This is an optimization exercise on Yosys and OpenROAD, whose aim is small area and a short achievable clock period, not a production implementation.
Where RTL was checked, it was by simulation tests only, not by an equivalence proof against the original.
Power and IR drop assume default switching activity.

// coreriscv_axi4_acquire_saf_queue
module coreriscv_axi4_acquire_saf_queue
#(
  parameter int DEPTH = 16,
  parameter int CNT_W = $clog2(DEPTH) + 1
) (
  input  logic clk,
  input  logic reset,
  output logic io_in_ready,
  input  logic io_in_valid,
  input  logic [1:0] io_in_bits_header_src,
  input  logic [1:0] io_in_bits_header_dst,
  input  logic [25:0] io_in_bits_payload_addr_block,
  input  logic [0:0] io_in_bits_payload_client_xact_id,
  input  logic [2:0] io_in_bits_payload_addr_beat,
  input  logic [0:0] io_in_bits_payload_is_builtin_type,
  input  logic [2:0] io_in_bits_payload_a_type,
  input  logic [11:0] io_in_bits_payload_union,
  input  logic [63:0] io_in_bits_payload_data,
  input  logic io_out_ready,
  output logic io_out_valid,
  output logic [1:0] io_out_bits_header_src,
  output logic [1:0] io_out_bits_header_dst,
  output logic [25:0] io_out_bits_payload_addr_block,
  output logic [0:0] io_out_bits_payload_client_xact_id,
  output logic [2:0] io_out_bits_payload_addr_beat,
  output logic [0:0] io_out_bits_payload_is_builtin_type,
  output logic [2:0] io_out_bits_payload_a_type,
  output logic [11:0] io_out_bits_payload_union,
  output logic [63:0] io_out_bits_payload_data,
  output logic [CNT_W-1:0] io_count,
  output logic [CNT_W-1:0] io_msgs
);
==> module coreriscv_axi4_acquire_saf_queue, before the edit <==
module coreriscv_axi4_acquire_saf_queue
#(
  parameter int DEPTH = 16,
  parameter int CNT_W = $clog2(DEPTH) + 1
) (
  input  logic clk,
  input  logic reset,
  output logic io_in_ready,
  input  logic io_in_valid,
  input  logic [1:0] io_in_bits_header_src,
  input  logic [1:0] io_in_bits_header_dst,
  input  logic [25:0] io_in_bits_payload_addr_block,
  input  logic [0:0] io_in_bits_payload_client_xact_id,
  input  logic [2:0] io_in_bits_payload_addr_beat,
  input  logic [0:0] io_in_bits_payload_is_builtin_type,
  input  logic [2:0] io_in_bits_payload_a_type,
  input  logic [11:0] io_in_bits_payload_union,
  input  logic [63:0] io_in_bits_payload_data,
  input  logic io_out_ready,
  output logic io_out_valid,
  output logic [1:0] io_out_bits_header_src,
  output logic [1:0] io_out_bits_header_dst,
  output logic [25:0] io_out_bits_payload_addr_block,
  output logic [0:0] io_out_bits_payload_client_xact_id,
  output logic [2:0] io_out_bits_payload_addr_beat,
  output logic [0:0] io_out_bits_payload_is_builtin_type,
  output logic [2:0] io_out_bits_payload_a_type,
  output logic [11:0] io_out_bits_payload_union,
  output logic [63:0] io_out_bits_payload_data,
  output logic [CNT_W-1:0] io_count,
  output logic [CNT_W-1:0] io_msgs
);
  localparam int RING = DEPTH - 1;
  localparam int W = coreriscv_axi4_tl_pkg::BEAT_W;
  localparam logic [2:0] LAST_BEAT = 3'(coreriscv_axi4_tl_pkg::BEATS_PER_BLOCK - 1);
  if (DEPTH < 8 || (DEPTH & (DEPTH - 1)) != 0) begin : g_bad_depth
    $error("DEPTH must be a power of 2 and at least 8");
  end
  logic [RING-1:0] wr_oh, wr_oh_d, rd_oh_q, rd_oh_d, we_q, we_d, ring_rsel;
  logic [CNT_W-1:0] count_q, count_d, msgs_q, msgs_d;
  logic [2:0] in_beat_q, in_beat_d, out_beat_q, out_beat_d;
  logic full_q, full_d, out_valid_q, out_valid_d;
  logic empty_q, empty_d, one_q, one_d;
  logic enq, deq, in_multi, out_multi, in_last, out_last, msg_in, msg_out;
  logic wr_adv, rd_adv, head_en, cnt_nz, msg_nz;
  logic [W-1:0] in_w, head_q, head_d, ring_w, take_w;
  logic [CNT_W-1:0] count_inc, count_dec, msgs_inc, msgs_dec;
  function automatic logic [CNT_W-1:0] incr(input logic [CNT_W-1:0] v);
    logic c;
    c = 1'b1;
    for (int i = 0; i < CNT_W; i++) begin
      incr[i] = v[i] ^ c;
      c = c & v[i];
    end
  endfunction
  function automatic logic [CNT_W-1:0] decr(input logic [CNT_W-1:0] v);
    logic b;
    b = 1'b1;
    for (int i = 0; i < CNT_W; i++) begin
      decr[i] = v[i] ^ b;
      b = b & !v[i];
    end
  endfunction
  assign in_w = {
    io_in_bits_header_src,
    io_in_bits_header_dst,
    io_in_bits_payload_addr_block,
    io_in_bits_payload_client_xact_id,
    io_in_bits_payload_addr_beat,
    io_in_bits_payload_is_builtin_type,
    io_in_bits_payload_a_type,
    io_in_bits_payload_union,
    io_in_bits_payload_data
  };
  always_comb begin
    enq = io_in_valid && !full_q;
    deq = io_out_ready && out_valid_q;
    in_multi = in_w[79] && in_w[78:76] == coreriscv_axi4_tl_pkg::ACQ_PUT_BLOCK;
    out_multi = head_q[79] && head_q[78:76] == coreriscv_axi4_tl_pkg::ACQ_PUT_BLOCK;
    in_last = !in_multi || in_beat_q == LAST_BEAT;
    out_last = !out_multi || out_beat_q == LAST_BEAT;
    msg_in = enq && in_last;
    msg_out = deq && out_last;
    ring_rsel = rd_oh_q & {RING{!one_q && !empty_q}};
    wr_adv = enq && !empty_q && !(deq && one_q);
    rd_adv = deq && !one_q;
    wr_oh = full_q ? rd_oh_q : we_q;
    wr_oh_d = wr_adv ? {wr_oh[RING-2:0], wr_oh[RING-1]} : wr_oh;
    rd_oh_d = rd_adv ? {rd_oh_q[RING-2:0], rd_oh_q[RING-1]} : rd_oh_q;
    count_inc = incr(count_q);
    count_dec = decr(count_q);
    msgs_inc = incr(msgs_q);
    msgs_dec = decr(msgs_q);
    take_w = ring_w | (in_w & {W{one_q || empty_q}});
    head_en = deq || empty_q;
    head_d = (take_w & {W{io_out_ready && head_en}})
           | (in_w & {W{!io_out_ready && empty_q}})
           | (head_q & {W{!head_en}});
    in_beat_d = enq && in_multi ? (in_last ? 3'd0 : in_beat_q + 3'd1) : in_beat_q;
    out_beat_d = deq && out_multi ? (out_last ? 3'd0 : out_beat_q + 3'd1) : out_beat_q;
    case ({enq, deq})
      2'b10: begin
        count_d = count_inc;
        full_d = count_q == CNT_W'(DEPTH - 1);
        cnt_nz = 1'b1;
        empty_d = 1'b0;
        one_d = empty_q;
      end
      2'b01: begin
        count_d = count_dec;
        full_d = 1'b0;
        cnt_nz = !one_q;
        empty_d = one_q;
        one_d = count_q == CNT_W'(2);
      end
      default: begin
        count_d = count_q;
        full_d = full_q;
        cnt_nz = !empty_q;
        empty_d = empty_q;
        one_d = one_q;
      end
    endcase
    case ({msg_in, msg_out})
      2'b10: begin
        msgs_d = msgs_inc;
        msg_nz = 1'b1;
      end
      2'b01: begin
        msgs_d = msgs_dec;
        msg_nz = msgs_q != CNT_W'(1);
      end
      default: begin
        msgs_d = msgs_q;
        msg_nz = msgs_q != '0;
      end
    endcase
    out_valid_d = cnt_nz && msg_nz;
    we_d = wr_oh_d & {RING{!full_d}};
  end
  always_ff @(posedge clk or posedge reset) begin
    if (reset) begin
      rd_oh_q <= RING'(1);
      count_q <= '0;
      msgs_q <= '0;
      in_beat_q <= '0;
      out_beat_q <= '0;
      full_q <= 1'b0;
      we_q <= RING'(1);
      out_valid_q <= 1'b0;
      empty_q <= 1'b1;
      one_q <= 1'b0;
    end else begin
      rd_oh_q <= rd_oh_d;
      count_q <= count_d;
      msgs_q <= msgs_d;
      in_beat_q <= in_beat_d;
      out_beat_q <= out_beat_d;
      full_q <= full_d;
      we_q <= we_d;
      out_valid_q <= out_valid_d;
      empty_q <= empty_d;
      one_q <= one_d;
    end
  end
  always_ff @(posedge clk) head_q <= head_d;
  coreriscv_axi4_acquire_fifo_ram #(.DEPTH(RING)) u_ram (
    .clk(clk),
    .we_i(we_q),
    .wdata_i(in_w),
    .rsel_i(ring_rsel),
    .rdata_o(ring_w)
  );
  assign io_in_ready = !full_q;
  assign io_out_valid = out_valid_q;
  assign io_out_bits_header_src = head_q[113:112];
  assign io_out_bits_header_dst = head_q[111:110];
  assign io_out_bits_payload_addr_block = head_q[109:84];
  assign io_out_bits_payload_client_xact_id = head_q[83];
  assign io_out_bits_payload_addr_beat = head_q[82:80];
  assign io_out_bits_payload_is_builtin_type = head_q[79];
  assign io_out_bits_payload_a_type = head_q[78:76];
  assign io_out_bits_payload_union = head_q[75:64];
  assign io_out_bits_payload_data = head_q[63:0];
  assign io_count = count_q;
  assign io_msgs = msgs_q;
endmodule
export LEC_CHECK = 0
export CAP_MARGIN = 20
export CORE_MARGIN = 2
export CORE_UTILIZATION = 60
export CTS_CLUSTER_DIAMETER = 250
export CTS_CLUSTER_SIZE = 25
export SETUP_SLACK_MARGIN = 2.8
export SLEW_MARGIN = 20
create_clock -name core_clock -period 5.0 [get_ports {clk}]
run.sh (not shown) runs the stock make flow with config.mk's settings and CLKGATE_MAP_FILE= SYNTH_SCRIPT=/design/flow/synth_recipe.tcl, a recipe that flattens the netlist after the stock synthesis.
==> next run, changes <==
--- a/flow/design.v
+++ b/flow/design.v
@@ -70,14 +70,14 @@
   if (DEPTH < 8 || (DEPTH & (DEPTH - 1)) != 0) begin : g_bad_depth
     $error("DEPTH must be a power of 2 and at least 8");
   end
-  logic [RING-1:0] wr_oh, wr_oh_d, rd_oh_q, rd_oh_d, we_q, we_d, ring_rsel;
+  logic [RING-1:0] wr_oh, wr_oh_d, rd_oh_q, rd_oh_d, we_q, we_d;
   logic [CNT_W-1:0] count_q, count_d, msgs_q, msgs_d;
   logic [2:0] in_beat_q, in_beat_d, out_beat_q, out_beat_d;
-  logic full_q, full_d, out_valid_q, out_valid_d;
+  logic full_q, full_d, in_ready_q, out_valid_q, out_valid_d;
   logic empty_q, empty_d, one_q, one_d;
   logic enq, deq, in_multi, out_multi, in_last, out_last, msg_in, msg_out;
-  logic wr_adv, rd_adv, head_en, cnt_nz, msg_nz;
-  logic [W-1:0] in_w, head_q, head_d, ring_w, take_w;
+  logic wr_adv, rd_adv, cnt_nz, msg_nz;
+  logic [W-1:0] in_w, head_q, head_d, ring_w;
   logic [CNT_W-1:0] count_inc, count_dec, msgs_inc, msgs_dec;
   function automatic logic [CNT_W-1:0] incr(input logic [CNT_W-1:0] v);
     logic c;
@@ -107,7 +107,7 @@
     io_in_bits_payload_data
   };
   always_comb begin
-    enq = io_in_valid && !full_q;
+    enq = io_in_valid && in_ready_q;
     deq = io_out_ready && out_valid_q;
     in_multi = in_w[79] && in_w[78:76] == coreriscv_axi4_tl_pkg::ACQ_PUT_BLOCK;
     out_multi = head_q[79] && head_q[78:76] == coreriscv_axi4_tl_pkg::ACQ_PUT_BLOCK;
@@ -115,21 +115,18 @@
     out_last = !out_multi || out_beat_q == LAST_BEAT;
     msg_in = enq && in_last;
     msg_out = deq && out_last;
-    ring_rsel = rd_oh_q & {RING{!one_q && !empty_q}};
     wr_adv = enq && !empty_q && !(deq && one_q);
     rd_adv = deq && !one_q;
-    wr_oh = full_q ? rd_oh_q : we_q;
+    wr_oh = in_ready_q ? we_q : rd_oh_q;
     wr_oh_d = wr_adv ? {wr_oh[RING-2:0], wr_oh[RING-1]} : wr_oh;
     rd_oh_d = rd_adv ? {rd_oh_q[RING-2:0], rd_oh_q[RING-1]} : rd_oh_q;
     count_inc = incr(count_q);
     count_dec = decr(count_q);
     msgs_inc = incr(msgs_q);
     msgs_dec = decr(msgs_q);
-    take_w = ring_w | (in_w & {W{one_q || empty_q}});
-    head_en = deq || empty_q;
-    head_d = (take_w & {W{io_out_ready && head_en}})
-           | (in_w & {W{!io_out_ready && empty_q}})
-           | (head_q & {W{!head_en}});
+    head_d = (ring_w & {W{deq && !one_q}})
+           | (in_w & {W{empty_q || (deq && one_q)}})
+           | (head_q & {W{!deq && !empty_q}});
     in_beat_d = enq && in_multi ? (in_last ? 3'd0 : in_beat_q + 3'd1) : in_beat_q;
     out_beat_d = deq && out_multi ? (out_last ? 3'd0 : out_beat_q + 3'd1) : out_beat_q;
     case ({enq, deq})
@@ -149,7 +146,7 @@
       end
       default: begin
         count_d = count_q;
-        full_d = full_q;
+        full_d = !in_ready_q;
         cnt_nz = !empty_q;
         empty_d = empty_q;
         one_d = one_q;
@@ -180,6 +177,7 @@
       in_beat_q <= '0;
       out_beat_q <= '0;
       full_q <= 1'b0;
+      in_ready_q <= 1'b1;
       we_q <= RING'(1);
       out_valid_q <= 1'b0;
       empty_q <= 1'b1;
@@ -191,6 +189,7 @@
       in_beat_q <= in_beat_d;
       out_beat_q <= out_beat_d;
       full_q <= full_d;
+      in_ready_q <= !full_d;
       we_q <= we_d;
       out_valid_q <= out_valid_d;
       empty_q <= empty_d;
@@ -202,7 +201,7 @@
     .clk(clk),
     .we_i(we_q),
     .wdata_i(in_w),
-    .rsel_i(ring_rsel),
+    .rsel_i(rd_oh_q),
     .rdata_o(ring_w)
   );
   assign io_in_ready = !full_q;
Outcome: Setup slack gets better by 40 ps. Wire length drops by about 1.3%. Global-route usage grows by 0.87 points. Total power went up by 0.32%. Clock skew barely changes.

Another version of the RTL of coreriscv_axi4_acquire_saf_queue (not shown whole).
Size in the first run: ~3600 cells after synthesis, roughly 240 I/O pins, roughly 67000 um2 of cells after synthesis.
==> module coreriscv_axi4_acquire_saf_queue, before the edit <==
module coreriscv_axi4_acquire_saf_queue
#(
  parameter int DEPTH = 16,
  parameter int CNT_W = $clog2(DEPTH) + 1
) (
  input  logic clk,
  input  logic reset,
  output logic io_in_ready,
  input  logic io_in_valid,
  input  logic [1:0] io_in_bits_header_src,
  input  logic [1:0] io_in_bits_header_dst,
  input  logic [25:0] io_in_bits_payload_addr_block,
  input  logic [0:0] io_in_bits_payload_client_xact_id,
  input  logic [2:0] io_in_bits_payload_addr_beat,
  input  logic [0:0] io_in_bits_payload_is_builtin_type,
  input  logic [2:0] io_in_bits_payload_a_type,
  input  logic [11:0] io_in_bits_payload_union,
  input  logic [63:0] io_in_bits_payload_data,
  input  logic io_out_ready,
  output logic io_out_valid,
  output logic [1:0] io_out_bits_header_src,
  output logic [1:0] io_out_bits_header_dst,
  output logic [25:0] io_out_bits_payload_addr_block,
  output logic [0:0] io_out_bits_payload_client_xact_id,
  output logic [2:0] io_out_bits_payload_addr_beat,
  output logic [0:0] io_out_bits_payload_is_builtin_type,
  output logic [2:0] io_out_bits_payload_a_type,
  output logic [11:0] io_out_bits_payload_union,
  output logic [63:0] io_out_bits_payload_data,
  output logic [CNT_W-1:0] io_count,
  output logic [CNT_W-1:0] io_msgs
);
  localparam int RING = DEPTH - 1;
  localparam int W = coreriscv_axi4_tl_pkg::BEAT_W;
  localparam logic [2:0] LAST_BEAT = 3'(coreriscv_axi4_tl_pkg::BEATS_PER_BLOCK - 1);
  if (DEPTH < 8 || (DEPTH & (DEPTH - 1)) != 0) begin : g_bad_depth
    $error("DEPTH must be a power of 2 and at least 8");
  end
  logic [RING-1:0] wr_oh_q, wr_oh_d, rd_oh_q, rd_oh_d, ring_we, ring_rsel;
  logic [CNT_W-1:0] count_q, count_d, msgs_q, msgs_d;
  logic [2:0] in_beat_q, in_beat_d, out_beat_q, out_beat_d;
  logic in_ready_q, in_ready_d, out_valid_q, out_valid_d;
  logic empty_q, empty_d, one_q, one_d;
  logic enq, deq, in_multi, out_multi, in_last, out_last, msg_in, msg_out;
  logic wr_adv, rd_adv, head_en, cnt_nz, msg_nz;
  logic [W-1:0] in_w, head_q, head_d, ring_w, take_w;
  assign in_w = {
    io_in_bits_header_src,
    io_in_bits_header_dst,
    io_in_bits_payload_addr_block,
    io_in_bits_payload_client_xact_id,
    io_in_bits_payload_addr_beat,
    io_in_bits_payload_is_builtin_type,
    io_in_bits_payload_a_type,
    io_in_bits_payload_union,
    io_in_bits_payload_data
  };
  always_comb begin
    enq = io_in_valid && in_ready_q;
    deq = io_out_ready && out_valid_q;
    in_multi = in_w[79] && in_w[78:76] == coreriscv_axi4_tl_pkg::ACQ_PUT_BLOCK;
    out_multi = head_q[79] && head_q[78:76] == coreriscv_axi4_tl_pkg::ACQ_PUT_BLOCK;
    in_last = !in_multi || in_beat_q == LAST_BEAT;
    out_last = !out_multi || out_beat_q == LAST_BEAT;
    msg_in = enq && in_last;
    msg_out = deq && out_last;
    ring_we = wr_oh_q & {RING{in_ready_q}};
    ring_rsel = rd_oh_q & {RING{!one_q && !empty_q}};
    wr_adv = enq && !empty_q && !(deq && one_q);
    rd_adv = deq && !one_q;
    wr_oh_d = wr_adv ? {wr_oh_q[RING-2:0], wr_oh_q[RING-1]} : wr_oh_q;
    rd_oh_d = rd_adv ? {rd_oh_q[RING-2:0], rd_oh_q[RING-1]} : rd_oh_q;
    take_w = ring_w | (in_w & {W{one_q || empty_q}});
    head_en = deq || empty_q;
    head_d = io_out_ready ? take_w : in_w;
    in_beat_d = enq && in_multi ? (in_last ? 3'd0 : in_beat_q + 3'd1) : in_beat_q;
    out_beat_d = deq && out_multi ? (out_last ? 3'd0 : out_beat_q + 3'd1) : out_beat_q;
    case ({enq, deq})
      2'b10: begin
        count_d = count_q + CNT_W'(1);
        in_ready_d = count_q != CNT_W'(DEPTH - 1);
        cnt_nz = 1'b1;
        empty_d = 1'b0;
        one_d = empty_q;
      end
      2'b01: begin
        count_d = count_q - CNT_W'(1);
        in_ready_d = 1'b1;
        cnt_nz = !one_q;
        empty_d = one_q;
        one_d = count_q == CNT_W'(2);
      end
      default: begin
        count_d = count_q;
        in_ready_d = in_ready_q;
        cnt_nz = !empty_q;
        empty_d = empty_q;
        one_d = one_q;
      end
    endcase
    case ({msg_in, msg_out})
      2'b10: begin
        msgs_d = msgs_q + CNT_W'(1);
        msg_nz = 1'b1;
      end
      2'b01: begin
        msgs_d = msgs_q - CNT_W'(1);
        msg_nz = msgs_q != CNT_W'(1);
      end
      default: begin
        msgs_d = msgs_q;
        msg_nz = msgs_q != '0;
      end
    endcase
    out_valid_d = cnt_nz && msg_nz;
  end
  always_ff @(posedge clk or posedge reset) begin
    if (reset) begin
      wr_oh_q <= RING'(1);
      rd_oh_q <= RING'(1);
      count_q <= '0;
      msgs_q <= '0;
      in_beat_q <= '0;
      out_beat_q <= '0;
      in_ready_q <= 1'b1;
      out_valid_q <= 1'b0;
      empty_q <= 1'b1;
      one_q <= 1'b0;
    end else begin
      wr_oh_q <= wr_oh_d;
      rd_oh_q <= rd_oh_d;
      count_q <= count_d;
      msgs_q <= msgs_d;
      in_beat_q <= in_beat_d;
      out_beat_q <= out_beat_d;
      in_ready_q <= in_ready_d;
      out_valid_q <= out_valid_d;
      empty_q <= empty_d;
      one_q <= one_d;
    end
  end
  always_ff @(posedge clk) if (head_en) head_q <= head_d;
  coreriscv_axi4_acquire_fifo_ram #(.DEPTH(RING)) u_ram (
    .clk(clk),
    .we_i(ring_we),
    .wdata_i(in_w),
    .rsel_i(ring_rsel),
    .rdata_o(ring_w)
  );
  assign io_in_ready = in_ready_q;
  assign io_out_valid = out_valid_q;
  assign io_out_bits_header_src = head_q[113:112];
  assign io_out_bits_header_dst = head_q[111:110];
  assign io_out_bits_payload_addr_block = head_q[109:84];
  assign io_out_bits_payload_client_xact_id = head_q[83];
  assign io_out_bits_payload_addr_beat = head_q[82:80];
  assign io_out_bits_payload_is_builtin_type = head_q[79];
  assign io_out_bits_payload_a_type = head_q[78:76];
  assign io_out_bits_payload_union = head_q[75:64];
  assign io_out_bits_payload_data = head_q[63:0];
  assign io_count = count_q;
  assign io_msgs = msgs_q;
endmodule
Settings: LEC_CHECK=0, CAP_MARGIN=20, CORE_MARGIN=2, CORE_UTILIZATION=60, CTS_CLUSTER_DIAMETER=250, CTS_CLUSTER_SIZE=25, SETUP_SLACK_MARGIN=2.8, SLEW_MARGIN=20; clock period 5.0 ns.
Change:
--- a/flow/design.v
+++ b/flow/design.v
@@ -71,12 +71,29 @@
     $error("DEPTH must be a power of 2 and at least 8");
   end
-  logic [RING-1:0] wr_oh_q, wr_oh_d, rd_oh_q, rd_oh_d, ring_we, ring_rsel;
+  logic [RING-1:0] wr_oh_q, wr_oh_d, rd_oh_q, rd_oh_d, we_q, we_d, ring_rsel;
   logic [CNT_W-1:0] count_q, count_d, msgs_q, msgs_d;
   logic [2:0] in_beat_q, in_beat_d, out_beat_q, out_beat_d;
-  logic in_ready_q, in_ready_d, out_valid_q, out_valid_d;
+  logic full_q, full_d, out_valid_q, out_valid_d;
   logic empty_q, empty_d, one_q, one_d;
   logic enq, deq, in_multi, out_multi, in_last, out_last, msg_in, msg_out;
   logic wr_adv, rd_adv, head_en, cnt_nz, msg_nz;
   logic [W-1:0] in_w, head_q, head_d, ring_w, take_w;
+  logic [CNT_W-1:0] count_inc, count_dec, msgs_inc, msgs_dec;
+  function automatic logic [CNT_W-1:0] incr(input logic [CNT_W-1:0] v);
+    logic c;
+    c = 1'b1;
+    for (int i = 0; i < CNT_W; i++) begin
+      incr[i] = v[i] ^ c;
+      c = c & v[i];
+    end
+  endfunction
+  function automatic logic [CNT_W-1:0] decr(input logic [CNT_W-1:0] v);
+    logic b;
+    b = 1'b1;
+    for (int i = 0; i < CNT_W; i++) begin
+      decr[i] = v[i] ^ b;
+      b = b & !v[i];
+    end
+  endfunction
   assign in_w = {
     io_in_bits_header_src,
@@ -91,5 +108,5 @@
   };
   always_comb begin
-    enq = io_in_valid && in_ready_q;
+    enq = io_in_valid && !full_q;
     deq = io_out_ready && out_valid_q;
     in_multi = in_w[79] && in_w[78:76] == coreriscv_axi4_tl_pkg::ACQ_PUT_BLOCK;
@@ -99,5 +116,4 @@
     msg_in = enq && in_last;
     msg_out = deq && out_last;
-    ring_we = wr_oh_q & {RING{in_ready_q}};
     ring_rsel = rd_oh_q & {RING{!one_q && !empty_q}};
     wr_adv = enq && !empty_q && !(deq && one_q);
@@ -105,13 +121,19 @@
     wr_oh_d = wr_adv ? {wr_oh_q[RING-2:0], wr_oh_q[RING-1]} : wr_oh_q;
     rd_oh_d = rd_adv ? {rd_oh_q[RING-2:0], rd_oh_q[RING-1]} : rd_oh_q;
+    count_inc = incr(count_q);
+    count_dec = decr(count_q);
+    msgs_inc = incr(msgs_q);
+    msgs_dec = decr(msgs_q);
     take_w = ring_w | (in_w & {W{one_q || empty_q}});
     head_en = deq || empty_q;
-    head_d = io_out_ready ? take_w : in_w;
+    head_d = (take_w & {W{io_out_ready && head_en}})
+           | (in_w & {W{!io_out_ready && empty_q}})
+           | (head_q & {W{!head_en}});
     in_beat_d = enq && in_multi ? (in_last ? 3'd0 : in_beat_q + 3'd1) : in_beat_q;
     out_beat_d = deq && out_multi ? (out_last ? 3'd0 : out_beat_q + 3'd1) : out_beat_q;
     case ({enq, deq})
       2'b10: begin
-        count_d = count_q + CNT_W'(1);
-        in_ready_d = count_q != CNT_W'(DEPTH - 1);
+        count_d = count_inc;
+        full_d = count_q == CNT_W'(DEPTH - 1);
         cnt_nz = 1'b1;
         empty_d = 1'b0;
@@ -119,6 +141,6 @@
       end
       2'b01: begin
-        count_d = count_q - CNT_W'(1);
-        in_ready_d = 1'b1;
+        count_d = count_dec;
+        full_d = 1'b0;
         cnt_nz = !one_q;
         empty_d = one_q;
@@ -127,5 +149,5 @@
       default: begin
         count_d = count_q;
-        in_ready_d = in_ready_q;
+        full_d = full_q;
         cnt_nz = !empty_q;
         empty_d = empty_q;
@@ -135,9 +157,9 @@
     case ({msg_in, msg_out})
       2'b10: begin
-        msgs_d = msgs_q + CNT_W'(1);
+        msgs_d = msgs_inc;
         msg_nz = 1'b1;
       end
       2'b01: begin
-        msgs_d = msgs_q - CNT_W'(1);
+        msgs_d = msgs_dec;
         msg_nz = msgs_q != CNT_W'(1);
       end
@@ -148,4 +170,5 @@
     endcase
     out_valid_d = cnt_nz && msg_nz;
+    we_d = wr_oh_d & {RING{!full_d}};
   end
   always_ff @(posedge clk or posedge reset) begin
@@ -157,5 +180,6 @@
       in_beat_q <= '0;
       out_beat_q <= '0;
-      in_ready_q <= 1'b1;
+      full_q <= 1'b0;
+      we_q <= RING'(1);
       out_valid_q <= 1'b0;
       empty_q <= 1'b1;
@@ -168,5 +192,6 @@
       in_beat_q <= in_beat_d;
       out_beat_q <= out_beat_d;
-      in_ready_q <= in_ready_d;
+      full_q <= full_d;
+      we_q <= we_d;
       out_valid_q <= out_valid_d;
       empty_q <= empty_d;
@@ -174,13 +199,13 @@
     end
   end
-  always_ff @(posedge clk) if (head_en) head_q <= head_d;
+  always_ff @(posedge clk) head_q <= head_d;
   coreriscv_axi4_acquire_fifo_ram #(.DEPTH(RING)) u_ram (
     .clk(clk),
-    .we_i(ring_we),
+    .we_i(we_q),
     .wdata_i(in_w),
     .rsel_i(ring_rsel),
     .rdata_o(ring_w)
   );
-  assign io_in_ready = in_ready_q;
+  assign io_in_ready = !full_q;
   assign io_out_valid = out_valid_q;
   assign io_out_bits_header_src = head_q[113:112];
Effect:
- The new run completed without violations
- power grows by 12%
- non-clock buffer count shrinks by 38
- wire length grows by 2.3%
- core utilization shrinks by 0.31 points
- worst hold slack loses 0.039 ns
- register-to-register slack gains 0.26 ns
- design area grows by 2.2%
- via count grows by 5.9%
- maximum frequency grows by 7.5%
- combinational power grows by 120%
- cell count grows by 6.4%
- sequential power grows by about 3%
The RTL of the second run of this note was laid out without a check of its function.

## static timing again, ports no longer ideal
No port has a modelled driver above. Below, the same layouts with a new extraction and two added sets of constraints. Step 1: set_driving_cell puts a clkbuf_16 on clk and a buf_2 on each other input, an assumption about the parent block. Step 2, shift: input delay + t, output delay - t, t = (earliest + latest rising clock arrival at the registers) / 2. This alone moves slack from input paths to output paths. Slacks: ideal ports / drivers / drivers and shift; pairs: ideal ports / drivers.
run	t, ns	setup WS [ns]	hold WS [ns]	worst setup path at the end
the first run of note 1	0.772	2.691 / 2.611 / 2.141	0.503 / 0.503 / 0.503	input to register
the second run of note 1	0.770	2.731 / 2.650 / 2.215	0.475 / 0.475 / 0.475	input to register
the first run of note 2	0.774	2.523 / 2.443 / 1.996	0.543 / 0.543 / 0.543	input to register
the second run of note 2	0.778	2.695 / 2.619 / 2.117	0.504 / 0.504 / 0.504	input to register
After both steps setup and hold are still met in every run listed. The setup slack of the second run of note 2, which loses most, moves by -0.076 ns with the drivers and by -0.578 ns with both steps.
